Context: an optimization exercise on an open-source flow, tuned for small area, a short achievable clock period and few clock cycles per item. The choices shown serve that exercise and are no tape-out recipe. Function was checked by simulation only, so behaviour that the tests miss may differ from the original.

== 12-20 ==
Design muldiv_unit, start of the top module:
module muldiv_unit #(
    parameter int WIDTH     = 32,
    parameter int DIV_STEPS = 2
) (
    input  logic             clk,
    input  logic             reset,
    input  logic [3:0]       op,
    input  logic [WIDTH-1:0] src_a,
    input  logic [WIDTH-1:0] src_b,
    input  logic [1:0]       rd_sel,
    output logic             busy,
    output logic [WIDTH-1:0] result
);
clock: 15.0 ns
lec_check: 0
abc_area: 1
cap_margin: 20
core_margin: 2
core_utilization: 40
slew_margin: 20
run.sh (not shown) runs the stock make flow with config.mk's settings and CLKGATE_MAP_FILE= SYNTH_SCRIPT=/design/flow/synth_recipe.tcl, a recipe that flattens the netlist after the stock synthesis.
Testbench counts of 12-20, summed over its fixed seeds: cycles 13,426, items 3,200.
Input-level comparison between 01-07 and 12-20:
==> flow/flow/run.sh (new file) <==
#!/bin/bash
# The standard layout (the standard.sh, unchanged synthesis and steps), except that the
# port buffers that global placement inserts on every input and output use a plain buf_2
# instead of the delay-cell buffer buffer_ports would otherwise pick.
set -euo pipefail
export BUFFER_PORTS_ARGS="-buffer_cell sky130_fd_sc_hd__buf_2"
bash standard.sh > standard.log 2>&1
==> flow/standard.sh (new file) <==
#!/bin/bash
# synth_recipe.tcl (not shown) runs the flow's synth.tcl, then flattens the netlist and writes it again
# the make line also repeats each setting of config.mk as NAME=value (left out here)
make -C /OpenROAD-flow-scripts/flow DESIGN_CONFIG=/design/flow/config.mk WORK_HOME=/design/flow/orfs CLKGATE_MAP_FILE= SYNTH_SCRIPT=/design/flow/synth_recipe.tcl "${@:-finish}"
removed: flow/run.sh
### Flow results
- 01-07 vs. 12-20: via-per-instance ratio rose about 0.6%, multi-input logic portion of the cell area rose 1.2 points.
- Total wirelength of the detailed-routed design: 01-07 vs 12-20 — no meaningful difference
- In summary, 01-07 completed successfully, with a layout that passed the timing, DRC and antenna checks.
- 01-07 reports its highest metal layer used by the detailed router as met5 while 12-20 reports met4.

* * *

Setup of v30:
muldiv_unit, a different RTL version from the one above (not shown whole).
Size: about 4500 cells after synthesis, roughly 170 flip-flops, roughly 33000 µm² of cells after synthesis.
Settings: LEC_CHECK=0, ABC_AREA=1, CAP_MARGIN=20, CORE_MARGIN=2, CORE_UTILIZATION=40, SLEW_MARGIN=70, SYNTH_HIERARCHICAL=1; clock period 15.0 ns.
standard.sh (not shown) runs the stock make flow with config.mk's settings and CLKGATE_MAP_FILE= SYNTH_SCRIPT=/design/flow/synth_recipe.tcl, a recipe that flattens the netlist after the stock synthesis.
==> flow/flow/run.sh <==
#!/bin/bash
# The standard layout (the standard.sh, unchanged synthesis and steps), except that the
# port buffers that global placement inserts on every input and output use a plain buf_2
# instead of the delay-cell buffer buffer_ports would otherwise pick.
set -euo pipefail
export BUFFER_PORTS_ARGS="-buffer_cell sky130_fd_sc_hd__buf_2"
bash standard.sh > standard.log 2>&1
Testbench counts of v30, summed over its fixed seeds: cycles 9,800, items 3,200.
Input changes introduced in v23 (baseline for comparison: v30):
- changing SLEW_MARGIN from 70 to 55
- removing ABC_AREA (formerly 1)
--- outcome ---
In the metrics for v30 and v23, the one carrying the lower total half-perimeter wirelength after legalization and detailed placement is v23.
Re final estimated routing congestion in global placement: v30 and v23 aren't equal, and the lower value belongs to v23.
In the flow results for v30 and v23, the global-route wire length before repair is larger on v30.
v30 reports its library cell contributing the largest single delay on the critical path as o22ai_1 while v23 reports nand2_1.
Re number of instances in the synthesized netlist: v23 is 439 down on v30.
NOTE: post-route standard cell area excluding fillers in v23 falls short of that of v30
Of the two values seen for critical path endpoint, hi[24]$_DFFE_PN0P_ was produced by v23 and result[1] by v30.
Setup changes, v23 to v36
- an added ABC_AREA of 1
- an added PLACE_DENSITY of 0.72
==> comparison <==
Relative to v23, the highest fanout seen on the critical path measured on v36 has decreased by more than half.
v36 does worse than v23 on clock skew.
Inverter count of the layout excluding clock inverters for v36 is higher than for v23.
v23 vs v36, leading cell type in the layout, fill and taps excluded: xnor2_1 vs nand2_1
Total detailed-routing wirelength for v36 is higher than for v23.
## Diff of input files: v8 against v36
- CAP_MARGIN changed from 20 to 45
- PLACE_DENSITY removed (was 0.72)
==> results.txt <==
- Worst hold slack: v8 > v36
- Met1 layer usage reported by global route: v8 vs v36 up 3.4 points
- In the tables for v8 and v36, routed length on met2 reads lower with v36.
- Any difference in utilization between v8 and v36 is small enough to ignore.
- On CTS clock-pin slew for the worst setup and hold paths, v8 and v36 are basically level.
- Total length of routed wires, v8 vs v36: up slightly

* * *

muldiv_unit again, from the RTL that the note above started with.
==> flow/design.v (excerpt) <==
module muldiv_unit #(
    parameter int WIDTH     = 32,
    parameter int DIV_STEPS = 2
) (
    input  logic             clk,
    input  logic             reset,
    input  logic [3:0]       op,
    input  logic [WIDTH-1:0] src_a,
    input  logic [WIDTH-1:0] src_b,
    input  logic [1:0]       rd_sel,
    output logic             busy,
    output logic [WIDTH-1:0] result
);
==> flow/config.mk <==
export PLATFORM = sky130hd
export DESIGN_NAME = muldiv_unit
export DESIGN_NICKNAME = muldiv_unit
export VERILOG_FILES = /design/flow/design.v
export SDC_FILE = /design/flow/constraint.sdc
export NUM_CORES = 4
export LEC_CHECK = 0
export ABC_AREA = 1
export CAP_MARGIN = 20
export CORE_MARGIN = 2
export CORE_UTILIZATION = 40
export SLEW_MARGIN = 62
export SYNTH_HIERARCHICAL = 1
==> flow/constraint.sdc <==
create_clock -name core_clock -period 15.0 [get_ports {clk}]
set_input_delay 3.0000 -clock core_clock [delete_from_list [all_inputs] [get_ports {clk}]]
set_output_delay 3.0000 -clock core_clock [all_outputs]
set_load 0.01 [all_outputs]
Scripts as last shown in full above: flow/flow/run.sh
Testbench counts at the start, summed over its fixed seeds: cycles 9,800, items 3,200.
Next try:
- SLEW_MARGIN: 62 -> 20
The changed run went through all stages and came out clean.
Sequential share of layout area climbs by 0.14 points.
Final area drops by 1.0%.
Next try:
- SLEW_MARGIN: 20 -> 55
=> Via count hardly moves; die area does not change; final cell count hardly moves.

-- static timing again, ports no longer ideal --
Ports are ideal in the flow. The routed layouts listed here were re-timed in OpenROAD.
Step 1 assumes that a clkbuf_16 drives the clock port and a buf_2 every other input.
Step 2, shift: input delay + t, output delay - t, t = (earliest + latest rising clock arrival at the registers) / 2. This alone moves slack from input paths to output paths.
a / b / c = ideal / step 1 / step 2; a / b = the first two.
| run | t, ns | slack for setup (ns) | hold slack, ns |
|---|---|---|---|
| 12-20 | 0.548 | 6.785 / 6.785 / 6.785 | 0.499 / 0.499 / 0.499 |
| 01-07 | 0.541 | 6.749 / 6.749 / 6.749 | 0.491 / 0.491 / 0.491 |
| v30 | 0.577 | 7.712 / 7.691 / 7.222 | 0.548 / 0.548 / 0.548 |
| v23 | 0.533 | 7.716 / 7.716 / 7.322 | 0.585 / 0.585 / 0.585 |
| v36 | 0.587 | 7.165 / 7.165 / 7.165 | 0.529 / 0.529 / 0.529 |
| v8 | 0.576 | 7.484 / 7.463 / 7.077 | 0.537 / 0.537 / 0.537 |
| the first run of note 3 | 0.579 | 7.523 / 7.501 / 7.216 | 0.536 / 0.536 / 0.536 |
| the second run of note 3 | 0.582 | 6.637 / 6.637 / 6.637 | 0.549 / 0.549 / 0.549 |
| the third run of note 3 | 0.577 | 7.556 / 7.537 / 7.132 | 0.550 / 0.550 / 0.550 |
After both steps setup and hold are still met in every run listed. For v30, which loses most, drivers alone change the setup slack by -0.021 ns; drivers and shift together by -0.490 ns.
